This design comes from an exercise in tuning for small area, a short achievable clock period and few clock cycles per item on the open sky130 flow, not from production work. Only simulation tests tie the RTL to the original design; equivalence was not proved. No activity file was given, so power comes from the tool's default toggle rates.

==> build 16 <==
Design key_slot_map_lru_evict, start of the top module:
module key_slot_map_lru_evict (
    input  wire         i_clk,
    input  wire         i_rst_n,
    input  wire         i_s_tvalid,
    output logic        o_s_tready,
    input  wire  [63:0] i_s_tdata,    
    input  wire  [0:0]  i_s_tuser,    
    output logic        o_m_tvalid,
    input  wire         i_m_tready,
    output logic [71:0] o_m_tdata,    
    output logic [1:0]  o_m_tuser,    
    input  wire         i_cfg_valid,
    output logic        o_cfg_ready,
    input  wire  [4:0]  i_cfg_data    
);
    localparam int N = 16;
    logic [63:0] r_tkey [N];
    logic [N-1:0] r_le [N];    
    logic [N-1:0] r_cur;
    logic [N-1:0] r_u;           
    logic [4:0]   r_used;
    logic [4:0]   r_open;
    logic         r_fresh;       
    logic [31:0]  r_row;
    logic [3:0]   r_last_slot;
    logic [N-1:0] r_victim;      
    logic         r_bv;
    logic [63:0]  r_key;         
    logic         r_key_v;
    logic         r_cnt;
    logic [N-1:0] r_match_lo;    
    logic [N-1:0] r_match_hi;    
    logic         r_eq_lo;
    logic         r_eq_hi;
    logic [3:0]   r_o_slot;
    logic [63:0]  r_o_key;
    logic         r_o_new;
    logic         r_o_ev;
    logic         r_eq;          
    logic         out_free;
  ...
Settings: LEC_CHECK=0, CAP_MARGIN=25, CORE_MARGIN=2, CORE_UTILIZATION=65, CTS_BUF_LIST=sky130_fd_sc_hd__clkbuf_16, CTS_CLUSTER_DIAMETER=80, CTS_CLUSTER_SIZE=30, SETUP_SLACK_MARGIN=4.3, SLEW_MARGIN=25; clock period 8.0 ns.
standard.sh (not shown) runs the stock make flow with config.mk's settings and CLKGATE_MAP_FILE= SYNTH_SCRIPT=/design/flow/synth_recipe.tcl, a recipe that flattens the netlist after the stock synthesis.
==> flow/flow/run.sh <==
#!/bin/bash
set -euo pipefail
bash standard.sh "BUFFER_PORTS_ARGS=-buffer_cell sky130_fd_sc_hd__buf_4" finish > standard_flow.log 2>&1
==> trial 97: changes against build 16 <==
--- a/flow/design.v
+++ b/flow/design.v
@@ -35,12 +35,13 @@
     logic [4:0]   r_used;
     logic [4:0]   r_open;
     logic         r_fresh;       
     logic [31:0]  r_row;
     logic [3:0]   r_last_slot;
     logic [N-1:0] r_victim;      
+    logic [3:0]   r_vidx;        
     logic         r_bv;
     logic [63:0]  r_key;         
     logic         r_key_v;
     logic         r_cnt;
     logic [N-1:0] r_match_lo;    
     logic [N-1:0] r_match_hi;    
@@ -59,13 +60,13 @@
     logic         accept;
     assign o_cfg_ready = i_rst_n;
     assign out_free    = !o_m_tvalid || i_m_tready;
     assign resolve     = r_bv && out_free;
     assign o_s_tready  = i_rst_n && (r_free || i_m_tready);
     assign accept      = i_s_tvalid && o_s_tready;
-    assign o_m_tdata = {4'b0000, r_o_key, r_o_slot};
+    assign o_m_tdata = {4'b0000, r_o_key & {64{r_o_ev}}, r_o_slot};
     assign o_m_tuser = {r_o_ev, r_o_new};
     logic [N-1:0] ksel;          
     logic [N-1:0] a_match_lo;
     logic [N-1:0] a_match_hi;
     always_comb begin
         for (int i = 0; i < N; i++) begin
@@ -110,26 +111,32 @@
     assign victim = r_victim;
     always_comb begin
         for (int i = 0; i < N; i++) begin
             sec[i] = r_u[i] & !r_victim[i];
             for (int j = 0; j < N; j++) begin
                 if (j < i) sec[i] = sec[i] & (!r_le[j][i] | r_victim[j]);
-                if (j > i) sec[i] = sec[i] & (!r_u[j] | r_victim[j] | r_le[i][j]);
+                if (j > i) sec[i] = sec[i] & (r_victim[j] | r_le[i][j]);
             end
         end
     end
     always_comb begin
         v_low[0] = 1'b0;
         for (int i = 1; i < N; i++) v_low[i] = v_low[i-1] | r_victim[i-1];
     end
     assign v_first = !(|sec) || (|(sec & v_low & r_cur));
     assign v_after = v_first ? r_victim : sec;
     assign v_empty = !r_u[0];
-    always_comb begin
-        victim_slot = '0;
-        for (int i = 0; i < N; i++) if (victim[i]) victim_slot = victim_slot | 4'(i);
+    logic [N-1:0] vdec;
+    logic [3:0]   v_after_slot;
+    assign victim_slot = r_vidx;
+    always_comb begin
+        for (int i = 0; i < N; i++) vdec[i] = (r_vidx == 4'(i));
+    end
+    always_comb begin
+        v_after_slot = '0;
+        for (int i = 0; i < N; i++) if (v_after[i]) v_after_slot = v_after_slot | 4'(i);
     end
     always_comb begin
         for (int i = 0; i < N; i++) new_oh[i] = !r_u[i] && ((i == 0) || r_u[(i == 0) ? 0 : i - 1]);
     end
     logic [4:0] open_next;
     logic [4:0] lim_next;
@@ -147,30 +154,30 @@
     always_comb begin
         if (r_eq)       f_slot = r_last_slot;
         else if (hit)   f_slot = hit_slot;
         else if (fresh) f_slot = r_used[3:0];
         else            f_slot = victim_slot;
     end
-    assign ksel = !miss ? '0 : (fresh ? new_oh : victim);
+    assign ksel = !miss ? '0 : (fresh ? new_oh : vdec);
     assign wsel = r_eq ? '0 : (hit ? hv : ksel);
     always_comb begin
         ev_key = '0;
         for (int i = 0; i < N; i++) if (victim[i]) ev_key = ev_key | r_tkey[i];
-        if (!(miss && !fresh)) ev_key = '0;
     end
     assign inc = r_cnt && (r_row != '1);
     assign bv_next = accept || (r_bv && !resolve);
     assign ov_next = resolve || (o_m_tvalid && !i_m_tready);
     always_ff @(posedge i_clk) begin
         if (!i_rst_n) begin
             r_open     <= 5'd16;
             r_fresh    <= 1'b1;
             r_used     <= '0;
             r_u        <= '0;
             r_last_slot <= '0;
             r_victim    <= '0;
+            r_vidx      <= '0;
             r_row      <= '0;
             r_bv       <= 1'b0;
             r_free     <= 1'b1;
             r_key_v    <= 1'b0;
             o_m_tvalid <= 1'b0;
         end else begin
@@ -178,16 +185,19 @@
             r_fresh <= fresh_next;
             if (accept) r_key_v <= 1'b1;
             r_bv       <= bv_next;
             o_m_tvalid <= ov_next;
             r_free     <= !(bv_next && ov_next);
             if (resolve) begin
-                if (v_empty)
+                if (v_empty) begin
                     r_victim <= wsel;
-                else if (|(wsel & r_victim))
+                    r_vidx   <= f_slot;
+                end else if (|(wsel & r_victim)) begin
                     r_victim <= v_after;
+                    r_vidx   <= v_after_slot;
+                end
                 r_last_slot <= f_slot;
                 if (miss && fresh) begin
                     r_used <= r_used + 5'd1;
                     r_u    <= r_u | new_oh;
                 end
                 if (inc) r_row <= r_row + 32'd1;
@@ -201,13 +211,13 @@
             r_o_new  <= miss;
             r_o_ev   <= miss && !fresh;
             for (int i = 0; i < N; i++) begin
                 if (ksel[i]) r_tkey[i] <= r_key;
                 for (int j = 0; j < N; j++) begin
                     if (j > i) begin
-                        if (wsel[i])      r_le[i][j] <= r_cur[j];
+                        if (wsel[i])      r_le[i][j] <= r_cur[j] | !r_u[j];
                         else if (wsel[j]) r_le[i][j] <= 1'b1;
                     end
                 end
             end
             r_cur <= inc ? '0 : (r_cur | wsel);
         end
Settings changed: CTS_CLUSTER_SIZE 30 to 24, SETUP_SLACK_MARGIN 4.3 to 4.5.
==> comparison table <==
item	build 16	trial 97
Count of clock buffers in the final design	60	73
Worst IR Drop VDD	222 uV	268 uV
CTS H-tree lvls	2	3
Register area	41,600 sq um	41,700 sq um
Flop-to-flop setup slack	4.17 ns	4.42 ns
Clk network pwr share	29.1%	30.0%
Routing usage on met1	67.3%	71.0%
Detailed-router iteration count before antenna repair	7	9
Initial DRC Count	12,100	12,800
Met2 WL post-DR	111 mm	114 mm
Cell depth of the worst setup path	7	6
Placement Cell Area	69,000 sq um	69,000 sq um
Post-synthesis adder-cell area fraction	0.188%	0.188%
Non-clock buffer count in the final layout	271	308
PnR Total Power	13.3 mW	14.2 mW
Switching Share	25.8%	26.8%
Number of standard cells in the layout, taps in and fillers out	6,378	6,435
CTS sink count	1,411	1,415
Final cycle utilization of the critical path	47.9%	46.1%
Standby leakage power	22.5 nW	22.8 nW
CP Data Arrival Time	4.26 ns	4.25 ns
Critical setup path kind	reg -> reg	in -> reg
Combined global-route utilization of all metal layers	51.5%	54.2%
Result of the run	timing/DRC/antenna clean	timing/DRC/antenna clean
Proportion of power drawn by combinational gates	9.2%	11.8%
Die Outline Area	105,000 sq um	105,000 sq um
Share of cell area taken by muxes after synthesis	0.527%	0.186%
Testbench counts of build 16, summed over its fixed seeds: cycles 3,216, items 3,200.
Testbench counts of trial 97, summed over its fixed seeds: cycles 3,216, items 3,200.

==> run a <==
Another version of the RTL of key_slot_map_lru_evict (not shown whole).
==> module key_slot_map_lru_evict, before the edit <==
module key_slot_map_lru_evict (
    input  wire         i_clk,
    input  wire         i_rst_n,
    input  wire         i_s_tvalid,
    output logic        o_s_tready,
    input  wire  [63:0] i_s_tdata,    
    input  wire  [0:0]  i_s_tuser,    
    output logic        o_m_tvalid,
    input  wire         i_m_tready,
    output logic [71:0] o_m_tdata,    
    output logic [1:0]  o_m_tuser,    
    input  wire         i_cfg_valid,
    output logic        o_cfg_ready,
    input  wire  [4:0]  i_cfg_data    
);
    localparam int N = 16;
    logic [63:0] r_tkey [N];
    logic [N-1:0] r_le [N];    
    logic [N-1:0] r_cur;
    logic [N-1:0] r_u;           
    logic [4:0]   r_used;
    logic [4:0]   r_open;
    logic [31:0]  r_row;
    logic [3:0]   r_last_slot;
    logic         r_bv;
    logic [63:0]  r_key;         
    logic         r_key_v;
    logic         r_cnt;
    logic [N-1:0] r_match;
    logic         r_eq;
    logic [3:0]   r_o_slot;
    logic [63:0]  r_o_key;
    logic         r_o_new;
    logic         r_o_ev;
    logic         out_free;
    logic         resolve;
    logic         accept;
    assign o_cfg_ready = i_rst_n;
    assign out_free    = !o_m_tvalid || i_m_tready;
    assign resolve     = r_bv && out_free;
    assign o_s_tready  = i_rst_n && (!r_bv || out_free);
    assign accept      = i_s_tvalid && o_s_tready;
    assign o_m_tdata = {4'b0000, r_o_key, r_o_slot};
    assign o_m_tuser = {r_o_ev, r_o_new};
    logic [N-1:0] ksel;          
    logic [N-1:0] a_match;
    always_comb begin
        for (int i = 0; i < N; i++) a_match[i] = (r_tkey[i] == i_s_tdata);
    end
    always_ff @(posedge i_clk) begin
        if (accept) begin
            r_key   <= i_s_tdata;
            r_cnt   <= i_s_tuser[0];
            r_match <= a_match & r_u & ~(resolve ? ksel : '0);
            r_eq    <= r_key_v && (r_key == i_s_tdata);
        end
    end
    logic [N-1:0] hv;
    logic         hit;
    logic [3:0]   hit_slot;
    logic [N-1:0] victim;
    logic [3:0]   victim_slot;
    logic [N-1:0] new_oh;
    logic [4:0]   limit;
    logic         fresh;
    logic         miss;
    logic [N-1:0] wsel;          
    logic [3:0]   f_slot;
    logic [63:0]  ev_key;
    logic         inc;
    assign hv  = r_match;
    assign hit = |hv;
    always_comb begin
        hit_slot = '0;
        for (int i = 0; i < N; i++) if (hv[i]) hit_slot = hit_slot | 4'(i);
    end
    always_comb begin
        for (int i = 0; i < N; i++) begin
            victim[i] = r_u[i];
            for (int j = 0; j < N; j++) begin
                if (j < i) victim[i] = victim[i] & !r_le[j][i];
                if (j > i) victim[i] = victim[i] & (!r_u[j] | r_le[i][j]);
            end
        end
    end
    always_comb begin
        victim_slot = '0;
        for (int i = 0; i < N; i++) if (victim[i]) victim_slot = victim_slot | 4'(i);
    end
    always_comb begin
        for (int i = 0; i < N; i++) new_oh[i] = !r_u[i] && ((i == 0) || r_u[(i == 0) ? 0 : i - 1]);
    end
    always_comb begin
        if (r_open == '0)        limit = 5'd1;
        else if (r_open > 5'd16) limit = 5'd16;
        else                     limit = r_open;
    end
    assign fresh = (r_used < limit);
    assign miss  = !r_eq && !hit;
    always_comb begin
        if (r_eq)       f_slot = r_last_slot;
        else if (hit)   f_slot = hit_slot;
        else if (fresh) f_slot = r_used[3:0];
        else            f_slot = victim_slot;
    end
    assign ksel = !miss ? '0 : (fresh ? new_oh : victim);
    assign wsel = r_eq ? '0 : (hit ? hv : ksel);
    always_comb begin
        ev_key = '0;
        for (int i = 0; i < N; i++) if (victim[i]) ev_key = ev_key | r_tkey[i];
        if (!(miss && !fresh)) ev_key = '0;
    end
    assign inc = r_cnt && (r_row != '1);
    always_ff @(posedge i_clk) begin
        if (!i_rst_n) begin
            r_open     <= 5'd16;
            r_used     <= '0;
            r_u        <= '0;
            r_last_slot <= '0;
            r_row      <= '0;
            r_bv       <= 1'b0;
            r_key_v    <= 1'b0;
            o_m_tvalid <= 1'b0;
        end else begin
            if (i_cfg_valid) r_open <= i_cfg_data;
            if (accept) r_key_v <= 1'b1;
            if (accept) r_bv <= 1'b1;
            else if (resolve) r_bv <= 1'b0;
            if (resolve) o_m_tvalid <= 1'b1;
            else if (i_m_tready) o_m_tvalid <= 1'b0;
            if (resolve) begin
                r_last_slot <= f_slot;
                if (miss && fresh) begin
                    r_used <= r_used + 5'd1;
                    r_u    <= r_u | new_oh;
                end
                if (inc) r_row <= r_row + 32'd1;
            end
        end
    end
    always_ff @(posedge i_clk) begin
        if (resolve) begin
            r_o_slot <= f_slot;
            r_o_key  <= ev_key;
            r_o_new  <= miss;
            r_o_ev   <= miss && !fresh;
            for (int i = 0; i < N; i++) begin
                if (ksel[i]) r_tkey[i] <= r_key;
                for (int j = 0; j < N; j++) begin
                    if (j > i) begin
                        if (wsel[i])      r_le[i][j] <= r_cur[j];
                        else if (wsel[j]) r_le[i][j] <= 1'b1;
                    end
                end
            end
            r_cur <= inc ? '0 : (r_cur | wsel);
        end
    end
endmodule
Settings: LEC_CHECK=0, CAP_MARGIN=20, CORE_MARGIN=2, CORE_UTILIZATION=40, SETUP_SLACK_MARGIN=4.4, SLEW_MARGIN=20; clock period 8.0 ns.
run.sh (not shown) runs the stock make flow with config.mk's settings and CLKGATE_MAP_FILE= SYNTH_SCRIPT=/design/flow/synth_recipe.tcl, a recipe that flattens the netlist after the stock synthesis.
Stock flow here: none of the scripts above is used.
==> run b (differences from run a) <==
--- a/flow/design.v
+++ b/flow/design.v
@@ -34,39 +34,54 @@
     logic [N-1:0] r_u;           
     logic [4:0]   r_used;
     logic [4:0]   r_open;
+    logic         r_fresh;       
     logic [31:0]  r_row;
     logic [3:0]   r_last_slot;
+    logic [N-1:0] r_victim;      
+    logic [3:0]   r_vidx;        
     logic         r_bv;
     logic [63:0]  r_key;         
     logic         r_key_v;
     logic         r_cnt;
-    logic [N-1:0] r_match;
-    logic         r_eq;
+    logic [N-1:0] r_match_lo;    
+    logic [N-1:0] r_match_hi;    
+    logic         r_eq_lo;
+    logic         r_eq_hi;
     logic [3:0]   r_o_slot;
     logic [63:0]  r_o_key;
     logic         r_o_new;
     logic         r_o_ev;
+    logic         r_eq;          
     logic         out_free;
+    logic         r_free;
+    logic         bv_next;
+    logic         ov_next;
     logic         resolve;
     logic         accept;
     assign o_cfg_ready = i_rst_n;
     assign out_free    = !o_m_tvalid || i_m_tready;
     assign resolve     = r_bv && out_free;
-    assign o_s_tready  = i_rst_n && (!r_bv || out_free);
+    assign o_s_tready  = i_rst_n && (r_free || i_m_tready);
     assign accept      = i_s_tvalid && o_s_tready;
     assign o_m_tdata = {4'b0000, r_o_key, r_o_slot};
     assign o_m_tuser = {r_o_ev, r_o_new};
     logic [N-1:0] ksel;          
-    logic [N-1:0] a_match;
-    always_comb begin
-        for (int i = 0; i < N; i++) a_match[i] = (r_tkey[i] == i_s_tdata);
+    logic [N-1:0] a_match_lo;
+    logic [N-1:0] a_match_hi;
+    always_comb begin
+        for (int i = 0; i < N; i++) begin
+            a_match_lo[i] = (r_tkey[i][31:0] == i_s_tdata[31:0]);
+            a_match_hi[i] = (r_tkey[i][63:32] == i_s_tdata[63:32]);
+        end
     end
     always_ff @(posedge i_clk) begin
         if (accept) begin
             r_key   <= i_s_tdata;
             r_cnt   <= i_s_tuser[0];
-            r_match <= a_match & r_u & ~(resolve ? ksel : '0);
-            r_eq    <= r_key_v && (r_key == i_s_tdata);
+            r_match_lo <= a_match_lo & r_u & ~(resolve ? ksel : '0);
+            r_match_hi <= a_match_hi;
+            r_eq_lo    <= r_key_v && (r_key[31:0] == i_s_tdata[31:0]);
+            r_eq_hi    <= (r_key[63:32] == i_s_tdata[63:32]);
         end
     end
     logic [N-1:0] hv;
@@ -75,41 +90,66 @@
     logic [N-1:0] victim;
     logic [3:0]   victim_slot;
     logic [N-1:0] new_oh;
-    logic [4:0]   limit;
     logic         fresh;
     logic         miss;
     logic [N-1:0] wsel;          
     logic [3:0]   f_slot;
     logic [63:0]  ev_key;
     logic         inc;
-    assign hv  = r_match;
+    assign hv  = r_match_lo & r_match_hi;
+    assign r_eq = r_eq_lo && r_eq_hi;
     assign hit = |hv;
     always_comb begin
         hit_slot = '0;
         for (int i = 0; i < N; i++) if (hv[i]) hit_slot = hit_slot | 4'(i);
     end
+    logic [N-1:0] sec;
+    logic [N-1:0] v_low;         
+    logic         v_first;
+    logic [N-1:0] v_after;
+    logic         v_empty;
+    assign victim = r_victim;
     always_comb begin
         for (int i = 0; i < N; i++) begin
-            victim[i] = r_u[i];
+            sec[i] = r_u[i] & !r_victim[i];
             for (int j = 0; j < N; j++) begin
-                if (j < i) victim[i] = victim[i] & !r_le[j][i];
-                if (j > i) victim[i] = victim[i] & (!r_u[j] | r_le[i][j]);
+                if (j < i) sec[i] = sec[i] & (!r_le[j][i] | r_victim[j]);
+                if (j > i) sec[i] = sec[i] & (r_victim[j] | r_le[i][j]);
             end
         end
     end
     always_comb begin
-        victim_slot = '0;
-        for (int i = 0; i < N; i++) if (victim[i]) victim_slot = victim_slot | 4'(i);
+        v_low[0] = 1'b0;
+        for (int i = 1; i < N; i++) v_low[i] = v_low[i-1] | r_victim[i-1];
+    end
+    assign v_first = !(|sec) || (|(sec & v_low & r_cur));
+    assign v_after = v_first ? r_victim : sec;
+    assign v_empty = !r_u[0];
+    logic [N-1:0] vdec;
+    logic [3:0]   v_after_slot;
+    assign victim_slot = r_vidx;
+    always_comb begin
+        for (int i = 0; i < N; i++) vdec[i] = (r_vidx == 4'(i));
+    end
+    always_comb begin
+        v_after_slot = '0;
+        for (int i = 0; i < N; i++) if (v_after[i]) v_after_slot = v_after_slot | 4'(i);
     end
     always_comb begin
         for (int i = 0; i < N; i++) new_oh[i] = !r_u[i] && ((i == 0) || r_u[(i == 0) ? 0 : i - 1]);
     end
-    always_comb begin
-        if (r_open == '0)        limit = 5'd1;
-        else if (r_open > 5'd16) limit = 5'd16;
-        else                     limit = r_open;
-    end
-    assign fresh = (r_used < limit);
+    logic [4:0] open_next;
+    logic [4:0] lim_next;
+    logic       fresh_next;
+    assign open_next = i_cfg_valid ? i_cfg_data : r_open;
+    always_comb begin
+        if (open_next == '0)        lim_next = 5'd1;
+        else if (open_next > 5'd16) lim_next = 5'd16;
+        else                        lim_next = open_next;
+    end
+    assign fresh_next = (resolve && miss && fresh) ? ((r_used + 5'd1) < lim_next)
+                                                    : (r_used < lim_next);
+    assign fresh = r_fresh;
     assign miss  = !r_eq && !hit;
     always_comb begin
         if (r_eq)       f_slot = r_last_slot;
@@ -117,7 +157,7 @@
         else if (fresh) f_slot = r_used[3:0];
         else            f_slot = victim_slot;
     end
-    assign ksel = !miss ? '0 : (fresh ? new_oh : victim);
+    assign ksel = !miss ? '0 : (fresh ? new_oh : vdec);
     assign wsel = r_eq ? '0 : (hit ? hv : ksel);
     always_comb begin
         ev_key = '0;
@@ -125,24 +165,37 @@
         if (!(miss && !fresh)) ev_key = '0;
     end
     assign inc = r_cnt && (r_row != '1);
+    assign bv_next = accept || (r_bv && !resolve);
+    assign ov_next = resolve || (o_m_tvalid && !i_m_tready);
     always_ff @(posedge i_clk) begin
         if (!i_rst_n) begin
             r_open     <= 5'd16;
+            r_fresh    <= 1'b1;
             r_used     <= '0;
             r_u        <= '0;
             r_last_slot <= '0;
+            r_victim    <= '0;
+            r_vidx      <= '0;
             r_row      <= '0;
             r_bv       <= 1'b0;
+            r_free     <= 1'b1;
             r_key_v    <= 1'b0;
             o_m_tvalid <= 1'b0;
         end else begin
-            if (i_cfg_valid) r_open <= i_cfg_data;
+            r_open  <= open_next;
+            r_fresh <= fresh_next;
             if (accept) r_key_v <= 1'b1;
-            if (accept) r_bv <= 1'b1;
-            else if (resolve) r_bv <= 1'b0;
-            if (resolve) o_m_tvalid <= 1'b1;
-            else if (i_m_tready) o_m_tvalid <= 1'b0;
+            r_bv       <= bv_next;
+            o_m_tvalid <= ov_next;
+            r_free     <= !(bv_next && ov_next);
             if (resolve) begin
+                if (v_empty) begin
+                    r_victim <= wsel;
+                    r_vidx   <= f_slot;
+                end else if (|(wsel & r_victim)) begin
+                    r_victim <= v_after;
+                    r_vidx   <= v_after_slot;
+                end
                 r_last_slot <= f_slot;
                 if (miss && fresh) begin
                     r_used <= r_used + 5'd1;
@@ -162,7 +215,7 @@
                 if (ksel[i]) r_tkey[i] <= r_key;
                 for (int j = 0; j < N; j++) begin
                     if (j > i) begin
-                        if (wsel[i])      r_le[i][j] <= r_cur[j];
+                        if (wsel[i])      r_le[i][j] <= r_cur[j] | !r_u[j];
                         else if (wsel[j]) r_le[i][j] <= 1'b1;
                     end
                 end
==> flow/flow/run.sh (new file) <==
#!/bin/bash
set -euo pipefail
bash standard.sh "BUFFER_PORTS_ARGS=-buffer_cell sky130_fd_sc_hd__buf_4" finish > standard_flow.log 2>&1
==> flow/standard.sh (new file) <==
#!/bin/bash
# synth_recipe.tcl (not shown) runs the flow's synth.tcl, then flattens the netlist and writes it again
# the make line also repeats each setting of config.mk as NAME=value (left out here)
make -C /OpenROAD-flow-scripts/flow DESIGN_CONFIG=/design/flow/config.mk WORK_HOME=/design/flow/orfs CLKGATE_MAP_FILE= SYNTH_SCRIPT=/design/flow/synth_recipe.tcl "${@:-finish}"
CAP_MARGIN = 25   (was 20)
CORE_UTILIZATION = 65   (was 40)
CTS_BUF_LIST = sky130_fd_sc_hd__clkbuf_16   (was unset)
CTS_CLUSTER_DIAMETER = 80   (was unset)
CTS_CLUSTER_SIZE = 24   (was unset)
SLEW_MARGIN = 25   (was 20)
removed: flow/run.sh
==> run summary <==
item	run b	run a
Simple-gate area share of the yosys netlist	9.36%	8.64%
Syn Inst Count	5,064	4,786
Run status	finished clean	finished clean
Worst Hold Path Cells	2	0
Critical R2R Launch	r_match_lo[13]	r_match[9]
Synthesized cell area	66,700 µm²	64,200 µm²
Seq group	8.25 mW	7.96 mW
Largest net degree at the start of global routing	68	122
Chip width	324 µm	405 µm
Number of setup buffers added after CTS	26	97
Largest voltage drop on the vdd net	0.250 mV	0.242 mV
Routed metal-1 wirelength	92,600 µm	154,000 µm
Vias per cell	8.10	7.52
Portion of the layout cell area used by clock cells	2.75%	6.65%
Reg2Reg Setup Slack	4.35 ns	4.29 ns
Worst R2R Path Depth	7	9
Count of cell types in the netlist	80	74
CP Data Required Time	8.54 ns	8.64 ns
Via count of the first global-routing pass	46,725	49,303
Hold Crit Endpoint	r_last_slot[3]	r_tkey[15][34]
Post-Place Setup Slack	2.58 ns	2.38 ns
Capturing element of the worst setup path	r_match_lo[4]	r_eq
Delay contributed by the slowest stage of the critical path	0.84 ns	0.96 ns
Syn_area_per_cell	13.2 µm²	13.4 µm²
Testbench counts of run a, summed over its fixed seeds: cycles 3,216, items 3,200.
Testbench counts of run b, summed over its fixed seeds: cycles 3,216, items 3,200.

[what the ideal ports hide]
How much do the figures lean on ideal ports? The routed layouts below were timed once more, with nothing changed but the port constraints. Step 1 assumes that a clkbuf_16 drives the clock port and a buf_2 every other input. Step 2 times the ports against the registers' clock, not the clock port: input delays grow and output delays shrink by t, the midpoint of the rising clock arrivals with the driver on. a / b / c = ideal ports / drivers / drivers and shift; a / b = the first two.
run | t, ns | setup slack, ns | clock arrival spread, ns
build 16 | 0.820 | 4.170 / 4.170 / 3.603 | 0.042 / 0.042
trial 97 | 0.786 | 4.311 / 4.199 / 3.556 | 0.045 / 0.044
run a | 0.935 | 4.046 / 4.112 / 3.177 | 0.057 / 0.056
run b | 0.790 | 4.288 / 4.209 / 3.551 | 0.044 / 0.044
After both steps setup and hold are still met in every run listed. For run a, which loses most, drivers alone change the setup slack by +0.066 ns; drivers and shift together by -0.869 ns.
